Source: an optimization exercise on an open RTL-to-GDS flow (aim: small area and a short achievable clock period). Production flows keep margins and buffers that such runs may drop.
Function was checked by simulation only, so behaviour that the tests miss may differ from the original.
No run shown here takes its clock network from TritonCTS; it comes from the design's own scripts or RTL.
The flow treats the clock pin as an ideal source. Dropping or thinning the clock tree relies on that and would not hold on a real chip.
No activity file was given, so power comes from the tool's default toggle rates.

==> flow/design.v, too long to show whole: its modules and the start of the top module <==
// module csa_fa: 10 lines
// module adder_tree_25: 1751 lines
module adder_tree_25 (
    input  wire         clk,
    input  wire         rst,
    input  wire         data_v,
    input  wire [399:0] elems,
    output wire [15:0]  sum,
    output wire         sum_valid
);
  // ...
==> flow/flow/run.sh <==
#!/bin/bash
# The standard layout with two changes:
#  - buf_1 as the port buffer cell instead of the cell buffer_ports picks by
#    itself (clkdlybuf4s50_1, 2.7x the area)
#  - a two-level balanced clock tree (flow/clock_tree.tcl, hooked in through
#    PRE_CTS_TCL) in place of the three-level tree of clock_tree_synthesis
set -euo pipefail
export BUFFER_PORTS_ARGS="-buffer_cell sky130_fd_sc_hd__buf_1"
export PRE_CTS_TCL="$PWD/flow/clock_tree.tcl"
bash standard.sh > standard_flow.log 2>&1
==> flow/flow/clock_tree.tcl <==
# Two-level clock tree, sourced by ORFS's cts.tcl through PRE_CTS_TCL.
# It replaces clock_tree_synthesis for this run: the flip-flops are split
# into NX x NY groups of equal size by position (x strips, then y within a
# strip), each group gets one leaf buffer at its centroid, and one root
# buffer at the centroid of the leaves drives all leaves. Every flip-flop
# sits behind exactly two buffers, so the tree is balanced by construction.

proc my_clock_tree { args } {
  set nx [expr { [info exists ::env(FLOW_CTS_NX)] ? $::env(FLOW_CTS_NX) : 3 }]
  set ny [expr { [info exists ::env(FLOW_CTS_NY)] ? $::env(FLOW_CTS_NY) : 4 }]
  set leaf_cell [expr { [info exists ::env(FLOW_CTS_LEAF)] ? $::env(FLOW_CTS_LEAF) : "sky130_fd_sc_hd__clkbuf_16" }]
  set root_cell [expr { [info exists ::env(FLOW_CTS_ROOT)] ? $::env(FLOW_CTS_ROOT) : "sky130_fd_sc_hd__clkbuf_16" }]
  puts "my_clock_tree: $nx x $ny leaves of $leaf_cell, root $root_cell (replaces: clock_tree_synthesis $args)"

  set db [ord::get_db]
  set block [ord::get_db_block]
  set clk_net [$block findNet clk]
  set leaf_master [$db findMaster $leaf_cell]
  set root_master [$db findMaster $root_cell]

  # flip-flop clock pins on the clock net
  set sinks {}
  foreach it [$clk_net getITerms] {
    if { [$it isInputSignal] } {
      set inst [$it getInst]
      set bb [$inst getBBox]
      set x [expr { ([$bb xMin] + [$bb xMax]) / 2 }]
      set y [expr { ([$bb yMin] + [$bb yMax]) / 2 }]
      lappend sinks [list $x $y $it]
    }
  }
  set n [llength $sinks]
  puts "my_clock_tree: $n sinks"

  # equal-size groups: x strips, then y slices within each strip
  set sinks [lsort -integer -index 0 $sinks]
  set groups {}
  for { set i 0 } { $i < $nx } { incr i } {
    set a [expr { $i * $n / $nx }]
    set b [expr { ($i + 1) * $n / $nx - 1 }]
    set strip [lsort -integer -index 1 [lrange $sinks $a $b]]
    set m [llength $strip]
    for { set j 0 } { $j < $ny } { incr j } {
      set c [expr { $j * $m / $ny }]
      set d [expr { ($j + 1) * $m / $ny - 1 }]
      lappend groups [lrange $strip $c $d]
    }
  }

  # root buffer takes the clock port's net as input
  set root [odb::dbInst_create $block $root_master clkbuf_root_clk]
  set root_out [odb::dbNet_create $block clknet_root_clk]
  $root_out setSigType CLOCK
  [$root findITerm A] connect $clk_net
  [$root findITerm X] connect $root_out

  set k 0
  set lx 0
  set ly 0
  foreach g $groups {
    set sx 0
    set sy 0
    foreach s $g {
      set sx [expr { $sx + [lindex $s 0] }]
      set sy [expr { $sy + [lindex $s 1] }]
    }
    set cx [expr { $sx / [llength $g] }]
    set cy [expr { $sy / [llength $g] }]
    set leaf [odb::dbInst_create $block $leaf_master clkbuf_leaf_${k}_clk]
    set net [odb::dbNet_create $block clknet_leaf_${k}_clk]
    $net setSigType CLOCK
    [$leaf findITerm A] connect $root_out
    [$leaf findITerm X] connect $net
    foreach s $g {
      set it [lindex $s 2]
      $it disconnect
      $it connect $net
    }
    $leaf setLocation $cx $cy
    $leaf setPlacementStatus PLACED
    set lx [expr { $lx + $cx }]
    set ly [expr { $ly + $cy }]
    puts "my_clock_tree: leaf $k drives [llength $g] sinks at ($cx, $cy)"
    incr k
  }
  $root setLocation [expr { $lx / $k }] [expr { $ly / $k }]
  $root setPlacementStatus PLACED
  $clk_net setSigType CLOCK
  set_propagated_clock [all_clocks]
}

rename clock_tree_synthesis my_orig_clock_tree_synthesis
proc clock_tree_synthesis { args } { my_clock_tree {*}$args }
==> flow/standard.sh <==
#!/bin/bash
# synth_recipe.tcl (not shown) runs the flow's synth.tcl, then flattens the netlist and writes it again
# the make line also repeats each setting of config.mk as NAME=value (left out here)
make -C /OpenROAD-flow-scripts/flow DESIGN_CONFIG=/design/flow/config.mk WORK_HOME=/design/flow/orfs CLKGATE_MAP_FILE= SYNTH_SCRIPT=/design/flow/synth_recipe.tcl "${@:-finish}"
==> flow/config.mk <==
export PLATFORM = sky130hd
export DESIGN_NAME = adder_tree_25
export DESIGN_NICKNAME = adder_tree_25
export VERILOG_FILES = /design/flow/design.v
export SDC_FILE = /design/flow/constraint.sdc
export NUM_CORES = 4
export LEC_CHECK = 0
export CAP_MARGIN = 20
export CORE_MARGIN = 2
export CORE_UTILIZATION = 60
export CTS_BUF_LIST = sky130_fd_sc_hd__clkbuf_16
export CTS_CLUSTER_DIAMETER = 80
export CTS_CLUSTER_SIZE = 30
export SETUP_SLACK_MARGIN = 1.5
export SLEW_MARGIN = 20
export SYNTH_HIERARCHICAL = 1
==> flow/constraint.sdc <==
create_clock -name core_clock -period 3.0 [get_ports {clk}]
set_input_delay 0.6000 -clock core_clock [delete_from_list [all_inputs] [get_ports {clk}]]
set_output_delay 0.6000 -clock core_clock [all_outputs]
set_load 0.01 [all_outputs]
==> results.txt, run 1 <==
status timing/DRC/antenna clean; main combinational cell family by area after synthesis adder cells; comb_multi_in 427; Chip Height 159 um; Largest regs sum_q: 16 flops, vld: 5 flops; maximum clock frequency 613 MHz; initial core utilization 61.2%; area occupied by multi-input gates 0.00784 mm2; most frequent cells in the layout buf_1, dfxtp_1, fa_1; Reg2Reg Depth 6; syn avg cell area 18.5 um2; DR pass1 iterations 4; top cell type's share of synthesized area 48.5%; Global Route met3 Usage 2.40%; xor and xnor fraction of the mapped netlist area 3.41%; DRT met1 WL 9450 um; Placement Rows 56; via count 7,028; Syn Nets 1,521; total of max-cap violations 0; die width 159 um; RR Startpoint r2_5_0; inverters 4; met3 wire length 1190 um; RSZ-0062 raised after global routing yes; Synth Cell Area 0.0144 mm2; final-report hold violation count 0; number of synthesized flops with an enable pin 0; met1 usage 27.1%; adder-cell share of the synthesized area 46.6%; Comb pwr share 37.5%; Crit. End Element flop; Max FO, Critical Path 3; post-synthesis cell type count 23; final worst slack 1.37 ns; Well Taps 319; Post-Place Cell Area 0.0167 mm2; Net Sw Power 4.87 mW; gr usage total 20.2%; Final Max Tran Viols 0; CP Class flop to flop; data required time of the critical path 3.33 ns
==> run 2, diff against run 1 <==
--- a/flow/design.v
+++ b/flow/design.v
@@ -13,22 +13,22 @@
 module adder_tree_25 (
     input  wire         clk,
     input  wire         rst,
     input  wire         data_v,
     input  wire [399:0] elems,
     output wire [15:0]  sum,
     output wire         sum_valid
 );
-    reg [4:0] vld;
+    reg [5:0] vld;
     always @(posedge clk) begin
-        if (!rst) vld <= 5'd0;
-        else vld <= {vld[3:0], data_v};
+        if (!rst) vld <= 6'd0;
+        else vld <= {vld[4:0], data_v};
     end
-    assign sum_valid = vld[4];
+    assign sum_valid = vld[5];
     reg r0_0_0;
     reg r0_0_1;
     reg r0_0_2;
     reg r0_1_0;
     reg r0_1_1;
     reg r0_1_2;
     reg r0_1_3;
     reg r0_1_4;
@@ -328,34 +328,58 @@
     reg r2_15_1;
     reg r3_0_0;
     reg r3_1_0;
     reg r3_2_0;
     reg r3_3_0;
     reg r3_4_0;
     reg r3_5_0;
     reg r3_6_0;
+    reg r3_6_1;
+    reg r3_6_2;
     reg r3_7_0;
+    reg r3_7_1;
     reg r3_8_0;
     reg r3_8_1;
-    reg r3_8_2;
     reg r3_9_0;
     reg r3_9_1;
     reg r3_10_0;
     reg r3_10_1;
     reg r3_11_0;
     reg r3_11_1;
     reg r3_12_0;
     reg r3_12_1;
     reg r3_13_0;
     reg r3_13_1;
     reg r3_14_0;
     reg r3_14_1;
     reg r3_15_0;
     reg r3_15_1;
+    reg r4_0_0;
+    reg r4_1_0;
+    reg r4_2_0;
+    reg r4_3_0;
+    reg r4_4_0;
+    reg r4_5_0;
+    reg r4_6_0;
+    reg r4_7_0;
+    reg r4_8_0;
+    reg r4_9_0;
+    reg r4_10_0;
+    reg r4_11_0;
+    reg r4_11_1;
+    reg r4_11_2;
+    reg r4_12_0;
+    reg r4_12_1;
+    reg r4_13_0;
+    reg r4_13_1;
+    reg r4_14_0;
+    reg r4_14_1;
+    reg r4_15_0;
+    reg r4_15_1;
     wire s1;
     wire c2;
     wire s3;
     wire c4;
     wire s5;
     wire c6;
     wire s7;
     wire c8;
@@ -1045,18 +1069,19 @@
     wire s692;
     wire c693;
     wire s694;
     wire c695;
     wire s696;
     wire c697;
     wire x698;
     wire [15:0] cpa_a, cpa_b;
-    wire [8:0] lo_add;
-    wire [8:0] hi_add;
+    wire [6:0] lo_add;
+    wire [6:0] mid_add;
+    wire [5:0] hi_add;
     csa_fa u_s1 (.a(elems[0]), .b(elems[112]), .c(elems[128]), .s(s1), .co(c2));
     csa_fa u_s3 (.a(elems[144]), .b(elems[160]), .c(elems[16]), .s(s3), .co(c4));
     csa_fa u_s5 (.a(elems[176]), .b(elems[192]), .c(elems[208]), .s(s5), .co(c6));
     csa_fa u_s7 (.a(elems[224]), .b(elems[240]), .c(elems[256]), .s(s7), .co(c8));
     csa_fa u_s9 (.a(elems[272]), .b(elems[288]), .c(elems[304]), .s(s9), .co(c10));
     csa_fa u_s11 (.a(elems[320]), .b(elems[32]), .c(elems[336]), .s(s11), .co(c12));
     csa_fa u_s13 (.a(elems[352]), .b(elems[368]), .c(elems[384]), .s(s13), .co(c14));
     csa_fa u_s15 (.a(elems[48]), .b(elems[64]), .c(elems[80]), .s(s15), .co(c16));
@@ -1419,19 +1444,20 @@
     csa_fa u_s684 (.a(r2_8_0), .b(r2_8_1), .c(r2_8_2), .s(s684), .co(c685));
     csa_fa u_s686 (.a(r2_9_0), .b(r2_9_1), .c(r2_9_2), .s(s686), .co(c687));
     csa_fa u_s688 (.a(r2_10_0), .b(r2_10_1), .c(r2_10_2), .s(s688), .co(c689));
     csa_fa u_s690 (.a(r2_11_0), .b(r2_11_1), .c(r2_11_2), .s(s690), .co(c691));
     csa_fa u_s692 (.a(r2_12_0), .b(r2_12_1), .c(r2_12_2), .s(s692), .co(c693));
     csa_fa u_s694 (.a(r2_13_0), .b(r2_13_1), .c(r2_13_2), .s(s694), .co(c695));
     csa_fa u_s696 (.a(r2_14_0), .b(r2_14_1), .c(r2_14_2), .s(s696), .co(c697));
     assign x698 = r2_15_0 ^ r2_15_1;
-    assign lo_add = {1'b0, c681, c679, c677, s676, r2_3_0, r2_2_0, r2_1_0, r2_0_0} + {1'b0, s682, s680, s678, 1'b0, r2_3_1, 1'b0, 1'b0, 1'b0};
-    assign hi_add = {r3_15_0, r3_14_0, r3_13_0, r3_12_0, r3_11_0, r3_10_0, r3_9_0, r3_8_0, 1'b1} + {r3_15_1, r3_14_1, r3_13_1, r3_12_1, r3_11_1, r3_10_1, r3_9_1, r3_8_1, r3_8_2};
-    assign cpa_a = {hi_add[8:1], r3_7_0, r3_6_0, r3_5_0, r3_4_0, r3_3_0, r3_2_0, r3_1_0, r3_0_0};
+    assign lo_add = {1'b0, c677, s676, r2_3_0, r2_2_0, r2_1_0, r2_0_0} + {1'b0, s678, 1'b0, r2_3_1, 1'b0, 1'b0, 1'b0};
+    assign mid_add = {1'b0, r3_10_0, r3_9_0, r3_8_0, r3_7_0, r3_6_0, 1'b1} + {1'b0, r3_10_1, r3_9_1, r3_8_1, r3_7_1, r3_6_1, r3_6_2};
+    assign hi_add = {r4_15_0, r4_14_0, r4_13_0, r4_12_0, r4_11_0, 1'b1} + {r4_15_1, r4_14_1, r4_13_1, r4_12_1, r4_11_1, r4_11_2};
+    assign cpa_a = {hi_add[5:1], r4_10_0, r4_9_0, r4_8_0, r4_7_0, r4_6_0, r4_5_0, r4_4_0, r4_3_0, r4_2_0, r4_1_0, r4_0_0};
     assign cpa_b = 16'd0;
     always @(posedge clk) begin
         r0_0_0 <= s17;
         r0_0_1 <= s19;
         r0_0_2 <= s21;
         r0_1_0 <= s35;
         r0_1_1 <= s37;
         r0_1_2 <= c18;
@@ -1732,32 +1758,56 @@
         r2_15_0 <= c670;
         r2_15_1 <= x675;
         r3_0_0 <= lo_add[0];
         r3_1_0 <= lo_add[1];
         r3_2_0 <= lo_add[2];
         r3_3_0 <= lo_add[3];
         r3_4_0 <= lo_add[4];
         r3_5_0 <= lo_add[5];
-        r3_6_0 <= lo_add[6];
-        r3_7_0 <= lo_add[7];
+        r3_6_0 <= c679;
+        r3_6_1 <= s680;
+        r3_6_2 <= lo_add[6];
+        r3_7_0 <= c681;
+        r3_7_1 <= s682;
         r3_8_0 <= c683;
         r3_8_1 <= s684;
-        r3_8_2 <= lo_add[8];
         r3_9_0 <= c685;
         r3_9_1 <= s686;
         r3_10_0 <= c687;
         r3_10_1 <= s688;
         r3_11_0 <= c689;
         r3_11_1 <= s690;
         r3_12_0 <= c691;
         r3_12_1 <= s692;
         r3_13_0 <= c693;
         r3_13_1 <= s694;
         r3_14_0 <= c695;
         r3_14_1 <= s696;
         r3_15_0 <= c697;
         r3_15_1 <= x698;
+        r4_0_0 <= r3_0_0;
+        r4_1_0 <= r3_1_0;
+        r4_2_0 <= r3_2_0;
+        r4_3_0 <= r3_3_0;
+        r4_4_0 <= r3_4_0;
+        r4_5_0 <= r3_5_0;
+        r4_6_0 <= mid_add[1];
+        r4_7_0 <= mid_add[2];
+        r4_8_0 <= mid_add[3];
+        r4_9_0 <= mid_add[4];
+        r4_10_0 <= mid_add[5];
+        r4_11_0 <= r3_11_0;
+        r4_11_1 <= r3_11_1;
+        r4_11_2 <= mid_add[6];
+        r4_12_0 <= r3_12_0;
+        r4_12_1 <= r3_12_1;
+        r4_13_0 <= r3_13_0;
+        r4_13_1 <= r3_13_1;
+        r4_14_0 <= r3_14_0;
+        r4_14_1 <= r3_14_1;
+        r4_15_0 <= r3_15_0;
+        r4_15_1 <= r3_15_1;
     end
     reg [15:0] sum_q;
     always @(posedge clk) sum_q <= cpa_a;
     assign sum = sum_q;
 endmodule
==> flow/flow/run.sh (replaced) <==
#!/bin/bash
# The standard layout with two changes:
#  - buf_1 as the port buffer cell instead of the cell buffer_ports picks by
#    itself (clkdlybuf4s50_1, 2.7x the area)
#  - a two-level balanced clock tree (flow/clock_tree.tcl, hooked in through
#    PRE_CTS_TCL) (the clock port drives two root buffers) in place of the three-level tree of
#    clock_tree_synthesis
set -euo pipefail
export BUFFER_PORTS_ARGS="-buffer_cell sky130_fd_sc_hd__buf_1"
export PRE_CTS_TCL="$PWD/flow/clock_tree.tcl"
bash standard.sh > standard_flow.log 2>&1
==> flow/flow/clock_tree.tcl (replaced) <==
# Two-level clock tree, sourced by ORFS's cts.tcl through PRE_CTS_TCL.
# It replaces clock_tree_synthesis for this run: the flip-flops are split
# into NX x NY groups of equal size by position (x strips, then y within a
# strip), each group gets one leaf buffer at its centroid, and the leaves
# are split the same way among RX x RY root buffers (default 2 x 1), each at
# the centroid of its leaves and driven by the clock port. Every flip-flop
# sits behind exactly two buffers, so the tree is balanced by construction.

proc my_clock_tree { args } {
  set nx [expr { [info exists ::env(FLOW_CTS_NX)] ? $::env(FLOW_CTS_NX) : 3 }]
  set ny [expr { [info exists ::env(FLOW_CTS_NY)] ? $::env(FLOW_CTS_NY) : 4 }]
  set leaf_cell [expr { [info exists ::env(FLOW_CTS_LEAF)] ? $::env(FLOW_CTS_LEAF) : "sky130_fd_sc_hd__clkbuf_16" }]
  set rx [expr { [info exists ::env(FLOW_CTS_RX)] ? $::env(FLOW_CTS_RX) : 2 }]
  set ry [expr { [info exists ::env(FLOW_CTS_RY)] ? $::env(FLOW_CTS_RY) : 1 }]
  set root_cell [expr { [info exists ::env(FLOW_CTS_ROOT)] ? $::env(FLOW_CTS_ROOT) : "sky130_fd_sc_hd__clkbuf_16" }]
  puts "my_clock_tree: $nx x $ny leaves of $leaf_cell, root $root_cell (replaces: clock_tree_synthesis $args)"

  set db [ord::get_db]
  set block [ord::get_db_block]
  set clk_net [$block findNet clk]
  set leaf_master [$db findMaster $leaf_cell]
  set root_master [$db findMaster $root_cell]

  # flip-flop clock pins on the clock net
  set sinks {}
  foreach it [$clk_net getITerms] {
    if { [$it isInputSignal] } {
      set inst [$it getInst]
      set bb [$inst getBBox]
      set x [expr { ([$bb xMin] + [$bb xMax]) / 2 }]
      set y [expr { ([$bb yMin] + [$bb yMax]) / 2 }]
      lappend sinks [list $x $y $it]
    }
  }
  set n [llength $sinks]
  puts "my_clock_tree: $n sinks"

  # equal-size groups: x strips, then y slices within each strip
  set sinks [lsort -integer -index 0 $sinks]
  set groups {}
  for { set i 0 } { $i < $nx } { incr i } {
    set a [expr { $i * $n / $nx }]
    set b [expr { ($i + 1) * $n / $nx - 1 }]
    set strip [lsort -integer -index 1 [lrange $sinks $a $b]]
    set m [llength $strip]
    for { set j 0 } { $j < $ny } { incr j } {
      set c [expr { $j * $m / $ny }]
      set d [expr { ($j + 1) * $m / $ny - 1 }]
      lappend groups [lrange $strip $c $d]
    }
  }

  # leaves: one buffer per group, at the group's centroid
  set leaves {}
  set k 0
  foreach g $groups {
    set sx 0
    set sy 0
    foreach s $g {
      set sx [expr { $sx + [lindex $s 0] }]
      set sy [expr { $sy + [lindex $s 1] }]
    }
    set cx [expr { $sx / [llength $g] }]
    set cy [expr { $sy / [llength $g] }]
    set leaf [odb::dbInst_create $block $leaf_master clkbuf_leaf_${k}_clk]
    set net [odb::dbNet_create $block clknet_leaf_${k}_clk]
    $net setSigType CLOCK
    [$leaf findITerm X] connect $net
    foreach s $g {
      set it [lindex $s 2]
      $it disconnect
      $it connect $net
    }
    $leaf setLocation $cx $cy
    $leaf setPlacementStatus PLACED
    lappend leaves [list $cx $cy $leaf]
    puts "my_clock_tree: leaf $k drives [llength $g] sinks at ($cx, $cy)"
    incr k
  }

  # roots: the clock port drives RX x RY root buffers, each drives the
  # leaves of its part of the core (x strips, then y within a strip)
  set nl [llength $leaves]
  set leaves [lsort -integer -index 0 $leaves]
  set r 0
  for { set i 0 } { $i < $rx } { incr i } {
    set a [expr { $i * $nl / $rx }]
    set b [expr { ($i + 1) * $nl / $rx - 1 }]
    set strip [lsort -integer -index 1 [lrange $leaves $a $b]]
    set m [llength $strip]
    for { set j 0 } { $j < $ry } { incr j } {
      set c [expr { $j * $m / $ry }]
      set d [expr { ($j + 1) * $m / $ry - 1 }]
      set part [lrange $strip $c $d]
      set root [odb::dbInst_create $block $root_master clkbuf_root_${r}_clk]
      set root_out [odb::dbNet_create $block clknet_root_${r}_clk]
      $root_out setSigType CLOCK
      [$root findITerm A] connect $clk_net
      [$root findITerm X] connect $root_out
      set lx 0
      set ly 0
      foreach l $part {
        [[lindex $l 2] findITerm A] connect $root_out
        set lx [expr { $lx + [lindex $l 0] }]
        set ly [expr { $ly + [lindex $l 1] }]
      }
      $root setLocation [expr { $lx / [llength $part] }] [expr { $ly / [llength $part] }]
      $root setPlacementStatus PLACED
      puts "my_clock_tree: root $r drives [llength $part] leaves"
      incr r
    }
  }
  $clk_net setSigType CLOCK
  set_propagated_clock [all_clocks]
}

rename clock_tree_synthesis my_orig_clock_tree_synthesis
proc clock_tree_synthesis { args } { my_clock_tree {*}$args }
==> run 2 against run 1 <==
Net effect: still clean on timing, DRC and antenna; design area rose by 2.1%; total power fell by 0.50%; via count rose by 1.3%; final cell count rose by 2.2%; flip-flop and latch count rose by 25; register-to-register slack improved by 0.14 ns; sequential share of layout area rose by 2.0 points; clock power rose by 8%; clock skew rose by 0.010 ns; die area rose by 3.3%; combinational power fell by 13%.
==> results.txt, run 2 <==
Placement Rows 57 (+1.8%); fin nets 1,982; crit-path max cell delay 0.59 ns; final design utilization 72.5%; Worst path slowest cell fa_2; pwr/cell area 866 mW/mm2; post-synthesis cell type count 12 (-48%); Final min period 1.49 ns; post-route insts no fill 1,566; Buffers & Inverters on Critical Path 1; Crit. End Element flop; ANT nets after route 0; FF+latch area 0.00748 mm2; Core Footprint 0.0243 mm2; hold_buf cts 0; Area growth syn-to-layout 18.5%; #FFs+latches synth 373; share of layout cells above drive strength 1 14.9%; Synth Cell Area 0.0149 mm2 (+3.4%); Arr. time, crit path 1.73 ns; clk latency of the worst-skew pair 0.37 ns; per-cell routed wire length 16.3 um; Tcrit/Tclk final 49.7%; ys async rst share 0%; vias per cell 4.54; RR Startpoint r0_3_0; most frequent cells in the layout buf_1, dfxtp_1, fa_1; worst path cell trace buf_1, fa_2, fa_1; status timing/DRC/antenna clean; Cells after Synth 802; CP Class primary input to flop; maximum clock frequency 671 MHz (+9.6%); vias in the first global route 8,428; Chip Height 161 um (+1.7%); sequential share of the synthesized area 50.2%; data required time of the critical path 3.24 ns (-0.09 ns); die width 161 um (+1.7%); Largest regs sum_q: 16 flops, vld: 6 flops; routability cong. 0.851; Max FO, Critical Path 1 (-2); DR pass1 iterations 4 (unchanged); nature of the critical path startpoint primary input; Syn Nets 1,545 (+1.6%); Largest Register sum_q; peak supply drop 657 uV; reg2reg setup slack 1.51 ns; initial core utilization 61.1% (-0.11 points); placed instance count 1,545; Ys Warns 7; Worst path depth 3; total of max-cap violations 0 (unchanged); post-DP HPWL 22,700 um; reg-to-reg endpoint r1_3_5; Fin Clk Skew 0.0202 ns; slew margin rel. 84.7%; first-pass GRT wire length 40,900 um; final-report hold violation count 0 (unchanged); Routed WL 25,600 um; top cell type's share of synthesized area 50.2% (+1.8 points); Reg2Reg Depth 2 (-4); largest net degree at the start of global routing 33; Synth area leader dfxtp_1; RSZ-0062 raised after global routing yes; area occupied by multi-input gates 0.00773 mm2 (-1.4%); gr usage total 20.5% (+0.25 points); Worst setup endpoint r0_9_10; syn avg cell area 18.5 um2 (+0.46%); fill cell count 1,633; endpoints failing setup 0; gr ovfl total 0; via count 7,116 (+1.3%); initial antenna violation count 5; Synth top cells by count dfxtp_1, fa_1, xnor2_1; Setup crit start elems[153]; Worst Hold Class flop to flop; Hold Slack 0.313 ns; Final Power 15.3 mW; top-count cell post-synth dfxtp_1; die area 0.0261 mm2; Sum Neg Setup Slack 0 ns; commonest non-fill, non-tap cell in the layout buf_1; Largest register FFs 16; Synth area leaders dfxtp_1, fa_1, xnor2_1; Worst Max-Slew Pin Slew 0.229 ns; IO Pins 420; leakage power 6.50 nW; Clock transition at path regs 0.11 ns; Final Max Tran Viols 0 (unchanged); delay-heaviest family, CP adder cells; port bufs 419; number of synthesized flops with an enable pin 0 (unchanged); DR DRC count 0; Primary FF master, synth dfxtp_1; Detailed Route Iter0 Violations 183
-- run 2: cell types whose count changed after synthesis, moves of 2 or more --
cell      change
nor2b_1       -2
dfxtp_1      +25
o21bai_1      +3
a21oi_2       +2
o21ai_0       -4
nand2b_1      -2
a21o_1        +3
inv_1         +8
nor2_1        -3
-- run 2: layer usage --
| layer | share of wire (%) | GRT usage (%) | wire (um) |
|---|---|---|---|
| met5 | 0 | 0 | 0 |
| met2 | 55 | 38.0 | 14100 |
| met4 | 2.0 | 4.30 | 500 |
| met3 | 4.9 | 2.08 | 1270 |
| met1 | 38 | 26.4 | 9720 |
-- run 2: worst min-delay path by stage --
stage,startpoint,endpoint,slack (ns),cells after the start
CTS,r4_10_0,sum_q[10],0.32,0
global placement,r3_13_1,r4_13_1,0.31,0
floorplan,r1_0_0,r2_0_0,0.31,0
detailed placement,r3_5_0,r4_5_0,0.31,0
finish,r4_10_0,sum_q[10],0.31,0
global route,r4_10_0,sum_q[10],0.32,0
-- run 2: metrics by stage --
step	setup WS (ns)	instance area [um2]
3_5_place_dp	1.12	17200
3_3_place_gp	1.13	17200
6_report	1.51	17600
4_1_cts	1.49	17600
2_1_floorplan	1.31	15200
5_1_grt	1.47	17600
-- run 2: layout make-up --
| cell class | count | share of cell area (%) |
|---|---|---|
| diodes | 5 | 0.0710 |
| multi-input cells | 417 | 43.9 |
| plain buffers | 14 | 1.99 |
| inverters | 12 | 0.256 |
| repair buffers | 421 | 9.07 |
| flip-flops and latches | 373 | 42.4 |
| well taps | 324 | 2.30 |
-- run 2: per-module statistics from Yosys, one instance, submodules excluded --
| module | flip-flops and latches | cells | times used |
|---|---|---|---|
| csa_fa | 0 | 1 | 326 |
| adder_tree_25 | 373 | 476 | 1 |
-- run 2: what timing repair did --
action	in CTS	in global routing
gates resized for setup	7	15
setup buffers	0	2
pin swaps	5	10
setup endpoints to repair	5	12
-- run 2: power breakdown --
group / internal (mW) / leakage (nW) / total [mW] / switching (mW)
logic: 2.58 / 3.18 / 5.01 / 2.43
clock network: 0.852 / 0.173 / 2.18 / 1.32
registers: 7.11 / 3.15 / 8.08 / 0.968
total: 10.5 / 6.50 / 15.3 / 4.72
-- run 2: cell families after synthesis --
kind of cell	after synthesis	share of synthesized area [%]
buf+inv	12	0.303
flops	373	50.2
compound gates	15	0.741
xor+xnor	56	3.30
fa+ha+maj	340	45.2
simple gates	6	0.253
==> run 3, diff against run 2 <==
--- a/flow/config.mk
+++ b/flow/config.mk
@@ -12,5 +12,5 @@
 export CTS_CLUSTER_DIAMETER = 80
 export CTS_CLUSTER_SIZE = 30
-export SETUP_SLACK_MARGIN = 1.5
+export SETUP_SLACK_MARGIN = 1.6
 export SLEW_MARGIN = 20
 export SYNTH_HIERARCHICAL = 1
==> run 3 against run 2 <==
Net effect: routed wire length is 5.2% higher; sequential power is 1% higher; global-route usage is 0.93 points higher; register-to-register slack hardly changed; sequential share of layout area is 1.5 points lower; flip-flop and latch count stayed put; synthesized cell count stayed put.
==> results.txt, run 3 <==
maximum clock frequency 665 MHz (-0.94%); RR Startpoint r0_3_1; first-pass GRT wire length 42,800 um (+4.5%); Final Power 15.8 mW (+3.3%); IO Pins 420 (unchanged); DR DRC count 0 (unchanged); CP Class flop to flop; commonest non-fill, non-tap cell in the layout buf_1; pwr/cell area 857 mW/mm2 (-1.1%); final design utilization 75.7% (+3.3 points); #FFs+latches synth 373 (unchanged); antenna fix cells 0 (-5); Crit. End Element flop; Setup crit start r0_3_1; Sum Neg Setup Slack 0 ns (unchanged); peak supply drop 584 uV (-11%); Final Max Tran Viols 0 (unchanged); placed instance count 1,545 (unchanged); fill cell count 1,547 (-5.3%); Largest register FFs 16 (unchanged); Syn Nets 1,545 (unchanged); clk latency of the worst-skew pair 0.36 ns (about the same); Area growth syn-to-layout 23.9%; Largest Register sum_q; routability cong. 0.831 (-2.3%); gr ovfl total 0 (unchanged); initial antenna violation count 0 (-5); Worst path slowest cell fa_2; Final min period 1.50 ns (+0.0141 ns); Int Pwr 10.9 mW (+3.6%); Largest regs sum_q: 16 flops, vld: 6 flops; Chip Height 161 um (unchanged); die area 0.0261 mm2 (unchanged); Fin Clk Skew 0.0133 ns (-0.00687 ns); Primary FF master, synth dfxtp_1; post-route insts no fill 1,563 (-0.19%); gr usage total 21.4% (+0.93 points); Max FO, Critical Path 1 (unchanged); syn avg cell area 18.5 um2 (unchanged); hold_buf cts 0 (unchanged); hold_sp r4_9_0; area occupied by multi-input gates 0.00790 mm2 (+2.2%); Worst Max-Slew Pin Slew 0.212 ns (-0.0166 ns); total of max-cap violations 0 (unchanged); Cells after Synth 802 (unchanged); Global Route met3 Usage 2.34% (+0.26 points); crit-path max cell delay 0.62 ns (+0.03 ns); met2 Usage GRT 40.8% (+2.8 points); data required time of the critical path 3.24 ns (about the same); sequential group share of total power 51.8% (-1.1 points); ANT nets after route 0 (unchanged); Tcrit/Tclk final 50.1% (+0.47 points); Ys Warns 7 (unchanged); vias in the first global route 8,657 (+2.7%); status timing/DRC/antenna clean; post-synthesis cell type count 12 (unchanged); ys async rst share 0% (unchanged); Worst Hold Class flop to flop; Synth area leaders dfxtp_1, fa_1, xnor2_1; sw frac 30.8% (-0.15 points); endpoints failing setup 0 (unchanged); met1 usage 26.6% (+0.23 points); initial core utilization 61.1% (unchanged); hold depth 0 (unchanged); Clock transition at path regs 0.11 ns (about the same); number of synthesized flops with an enable pin 0 (unchanged); final-report hold violation count 0 (unchanged); die width 161 um (unchanged); most frequent cells in the layout buf_1, dfxtp_1, fa_2; fin nets 1,984 (+0.10%); Reg2Reg Depth 2 (unchanged); via count 7,183 (+0.94%); per-cell routed wire length 17.2 um (+5.4%); leakage power 6.87 nW (+5.6%); Detailed Route Iter0 Violations 211 (+15%); top cell type's share of synthesized area 50.2% (unchanged); Clock Power Share 13.9% (-0.3 points); Core Footprint 0.0243 mm2 (unchanged); Hold Slack 0.319 ns (+0.00683 ns); Placement Rows 57 (unchanged); Comb pwr share 34.3% (+1.5 points); sequential share of the synthesized area 50.2% (unchanged); post-DP HPWL 23,000 um (+1.3%); Synth Cell Area 0.0149 mm2 (unchanged); slew margin rel. 85.8% (+1.1 points); Routed WL 26,900 um (+5.2%); vias per cell 4.60 (+1.1%); worst path cell trace fa_2, fa_1; port bufs 419 (unchanged); nature of the critical path startpoint flop; largest net degree at the start of global routing 33 (unchanged); Synth top cells by count dfxtp_1, fa_1, xnor2_1; FF+latch area 0.00754 mm2 (+0.75%); Arr. time, crit path 1.75 ns (+0.02 ns); share of layout cells above drive strength 1 30.1% (+15 points); DR pass1 iterations 4 (unchanged); gr busiest metal met2; Synth area leader dfxtp_1; RSZ-0062 raised after global routing yes; top-count cell post-synth dfxtp_1; Net Sw Power 4.85 mW (+2.8%)
## run 3: cell types whose count changed in the layout (fill, tap and decap cells not counted), sizes merged
cell	delta
clkbuf	+5
buf	-3
diode	-5
## run 3: cell type report
type,instances,area share (%)
Buffer,14,1.90
Timing Repair Buffer,423,11.8
Inverter,12,0.245
Sequential cell,373,40.9
Tap cell,324,2.20
Multi-Input combinational cell,417,42.9
## run 3: stage by stage
step / worst slack (ns) / cell area [um2]
after CTS: 1.49 / 18000
after global routing: 1.46 / 18400
after global placement: 1.11 / 17200
final: 1.50 / 18400
after floorplan: 1.32 / 15300
after detailed placement: 1.11 / 17200
## run 3: path summary, 6_finish.rpt
check | to | slack, ns
worst max-delay path | r1_3_5 | 1.50
worst min-delay path | sum_q[9] | 0.32
worst max register to register | r1_3_5 | 1.50
worst min register to register | sum_q[9] | 0.32
## run 3: cells by family after synthesis
logic type      synth area share (%)
compound gates                 0.741
fa+ha+maj                       45.2
buf+inv                        0.303
flops                           50.2
xor+xnor                        3.30
simple gates                   0.253
## run 3: metal layers
layer,part of all wire (%),vias up
met3,5.0,40
met4,2.5,0
li1,-,3301
met5,0,-
met2,56,241
met1,37,3601
## run 3: critical path: cells and delay by family, from the launching register on
| family | cells | cell delay [ns] |
|---|---|---|
| adder cells (fa/ha/maj) | 2 | 1.05 |
| flip-flops | 1 | 0.34 |
## run 3: power by group through the flow
| stage | clock (mW) | combinational [mW] | sequential, mW |
|---|---|---|---|
| after floorplan | 0 | 3.26 | 8.01 |
| after global placement | 0 | 4.94 | 8.17 |
| after detailed placement | 0 | 5.12 | 8.21 |
| after CTS | 2.24 | 5.45 | 8.16 |
| after global routing | 2.41 | 6.45 | 8.41 |
| final | 2.19 | 5.42 | 8.17 |
## run 3: Yosys stat by module, one instance, submodules excluded
module / flops+latches / times used
adder_tree_25: 373 / 1
csa_fa: 0 / 326
## run 3: what timing repair did
item	in CTS	in global routing
resized for setup	146	134
hold endpoints to repair	0	0
setup endpoints to repair	90	105
pin swaps	117	90
buffers inserted	3	1
gates cloned	0	0
==> run 4, diff against run 3 <==
--- a/flow/config.mk
+++ b/flow/config.mk
@@ -12,5 +12,5 @@
 export CTS_CLUSTER_DIAMETER = 80
 export CTS_CLUSTER_SIZE = 30
-export SETUP_SLACK_MARGIN = 1.6
+export SETUP_SLACK_MARGIN = 1.45
 export SLEW_MARGIN = 20
 export SYNTH_HIERARCHICAL = 1
==> run 4 against run 3 <==
Net effect: still clean on timing, DRC and antenna; via count decreased by 2.3%; clock skew is 0.0015 ns lower; utilization decreased by 3.8 points; area after synthesis unchanged; hold slack better by 0.017 ns; design area decreased by 5.0%; largest power group unchanged.
==> results.txt, run 4 <==
nature of the critical path startpoint flop; post-synthesis cell type count 12 (unchanged); peak supply drop 518 uV (-11%); Max FO, Critical Path 1 (unchanged); fin nets 1,980 (-0.20%); Tcrit/Tclk final 50.7% (+0.56 points); die width 161 um (unchanged); Cells after Synth 802 (unchanged); Worst Hold Class flop to flop; maximum clock frequency 658 MHz (-1.1%); port bufs 419 (unchanged); DR pass1 iterations 4 (unchanged); Detailed Route Iter0 Violations 206 (-2.4%); routability cong. 0.817 (-1.7%); Ys Warns 7 (unchanged); Clock transition at path regs 0.11 ns (about the same); initial antenna violation count 0 (unchanged); gr ovfl total 0 (unchanged); first-pass GRT wire length 41,700 um (-2.5%); Final min period 1.52 ns (+0.0167 ns); Largest Register sum_q; Final Max Tran Viols 0 (unchanged); endpoints failing setup 0 (unchanged); Largest regs sum_q: 16 flops, vld: 6 flops; top-count cell post-synth dfxtp_1; post-DP HPWL 22,900 um (-0.35%); worst path cell trace fa_2, fa_1; Routed WL 25,900 um (-4.0%); vias in the first global route 8,471 (-2.1%); initial core utilization 61.1% (unchanged); share of layout cells above drive strength 1 10.9% (-19 points); Area growth syn-to-layout 17.6%; Chip Height 161 um (unchanged); DR DRC count 0 (unchanged); vias per cell 4.50 (-2.1%); pwr/cell area 874 mW/mm2 (+1.9%); number of synthesized flops with an enable pin 0 (unchanged); Placement Rows 57 (unchanged); Core Footprint 0.0243 mm2 (unchanged); Synth top cells by count dfxtp_1, fa_1, xnor2_1; IO Pins 420 (unchanged); delay-heaviest family, CP adder cells; per-cell routed wire length 16.6 um (-3.7%); RSZ-0062 raised after global routing yes; FF+latch area 0.00747 mm2 (-0.88%); Fin Clk Skew 0.0118 ns (-0.00153 ns); Hold Slack 0.336 ns (+0.0168 ns); crit-path max cell delay 0.61 ns (about the same); leakage power 6.49 nW (-5.5%); Synth area leader dfxtp_1; CP Class flop to flop; ANT nets after route 0 (unchanged); commonest non-fill, non-tap cell in the layout buf_1; antenna fix cells 0 (unchanged); status timing/DRC/antenna clean; data required time of the critical path 3.24 ns (about the same); Int Pwr 10.5 mW (-3.8%); die area 0.0261 mm2 (unchanged); Worst Max-Slew Pin Slew 0.254 ns (+0.0418 ns); Sum Neg Setup Slack 0 ns (unchanged); Comb pwr share 33.0% (-1.3 points); Crit. End Element flop; total of max-cap violations 0 (unchanged); sw frac 31.2% (+0.41 points); Synth Cell Area 0.0149 mm2 (unchanged); #FFs+latches synth 373 (unchanged); post-CTS setup buffer count 0 (-3); Largest register FFs 16 (unchanged); via count 7,017 (-2.3%); top cell type's share of synthesized area 50.2% (unchanged); gr usage total 21.0% (-0.41 points); Primary FF master, synth dfxtp_1; area occupied by multi-input gates 0.00764 mm2 (-3.3%); final-report hold violation count 0 (unchanged); Buffers & Inverters on Critical Path 0 (unchanged); sequential share of the synthesized area 50.2% (unchanged); Synth area leaders dfxtp_1, fa_1, xnor2_1; Arr. time, crit path 1.76 ns (about the same); Net Sw Power 4.76 mW (-1.9%); fill cell count 1,702 (+10%); Clock Power Share 14.3% (+0.4 points); most frequent cells in the layout buf_1, dfxtp_1, fa_1; Worst path slowest cell fa_2; sequential group share of total power 52.8% (+1.0 points); Final Power 15.3 mW (-3.2%); slew margin rel. 83.0% (-2.8 points); largest net degree at the start of global routing 33 (unchanged); syn avg cell area 18.5 um2 (unchanged); ys async rst share 0% (unchanged); Syn Nets 1,545 (unchanged); clk latency of the worst-skew pair 0.37 ns (about the same)
run 4: cell counts after synthesis:
Identical to the previous run, type by type.
run 4: final cells by class:
class,instances,share of cell area (%)
Buffer,14,2.00
Inverter,12,0.258
Multi-Input combinational cell,417,43.7
Sequential cell,373,42.7
Tap cell,324,2.32
Timing Repair Buffer,419,8.99
run 4: stage by stage:
step,setup WS [ns],utilization [%],instances,instance area [um2]
after floorplan,1.31,-,802,15100
after global placement,1.11,70.4,1545,17100
after detailed placement,1.11,70.4,1545,17100
after CTS,1.46,71.9,1559,17500
after global routing,1.45,71.9,1559,17500
final,1.48,71.9,1559,17500
run 4: worst reg2reg max path, stage by stage, from the launching register on:
cell,delay [ns]
dfxtp_2,0.34
fa_2,0.61
fa_1,0.45
run 4: repair_timing:
item / in CTS / in global routing
setup endpoints to repair: 1 / 4
resized for setup: 1 / 4
pin swaps: 0 / 5
hold buffers: 0 / 0
run 4: kinds of logic after synthesis:
group                    count (synthesis)  share of synthesized area, %
AO/OA/AOI/OAI                           15                         0.741
XOR/XNOR                                56                          3.30
AND/OR/NAND/NOR                          6                         0.253
buffers and inverters                   12                         0.303
adder cells (fa/ha/maj)                340                          45.2
flip-flops                             373                          50.2
run 4: path summary, 6_finish.rpt:
check	from	end	slack [ns]	cells past startpoint
max reg2reg	r0_3_10	r1_3_5	1.48	2
max	r0_3_10	r1_3_5	1.48	2
min	r3_15_0	r4_15_0	0.34	0
min reg2reg	r3_15_0	r4_15_0	0.34	0
run 4: layer usage:
layer  track usage, %  wire length [um]  vias to the layer above  part of all wire, %
li1                 -                 -                     3294                    -
met5                0                 0                        -                    0
met3             1.72              1150                       19                  4.5
met1             27.6             10000                     3485                   39
met2             39.6             14300                      219                   55
met4             2.44               381                        0                  1.5
run 4: per-module statistics from Yosys (local to each module, per instance):
module | flip-flops and latches | copies in the design | area [um2] | cells
adder_tree_25 | 373 | 1 | 8340 | 476
csa_fa | 0 | 326 | 20.0 | 1
run 4: power groups by stage:
stage / registers (mW) / logic [mW] / clock network [mW]
2_1_floorplan: 8.01 / 3.24 / 0
3_3_place_gp: 8.17 / 4.96 / 0
3_5_place_dp: 8.21 / 5.16 / 0
4_1_cts: 8.11 / 5.20 / 2.25
5_1_grt: 8.30 / 6.06 / 2.42
6_report: 8.06 / 5.04 / 2.18

==> re-timing with driven ports <==
Ports are ideal in the flow. The routed layouts listed here were re-timed in OpenROAD. Step 1: set_driving_cell puts a clkbuf_16 on clk and a buf_2 on each other input, an assumption about the parent block. Step 2 moves the port delays by t, midway between the first and last clock arrival at a register: inputs arrive t later, outputs are due t later. That takes back most of the time a late clock gives input paths. a / b / c = ideal ports / drivers / drivers and shift; a / b = the first two.
run | t, ns | slack for setup (ns) | latest minus earliest clock arrival (ns)
run 1 | 0.484 | 1.368 / 1.368 / 1.083 | 0.011 / 0.010
run 2 | 0.421 | 1.510 / 1.487 / 1.127 | 0.022 / 0.022
run 3 | 0.425 | 1.496 / 1.496 / 1.109 | 0.018 / 0.018
run 4 | 0.425 | 1.480 / 1.450 / 1.129 | 0.018 / 0.018
After both steps setup and hold are still met in every run listed. The setup slack of run 3, which loses most, moves by 0.000 ns with the drivers and by -0.387 ns with both steps.
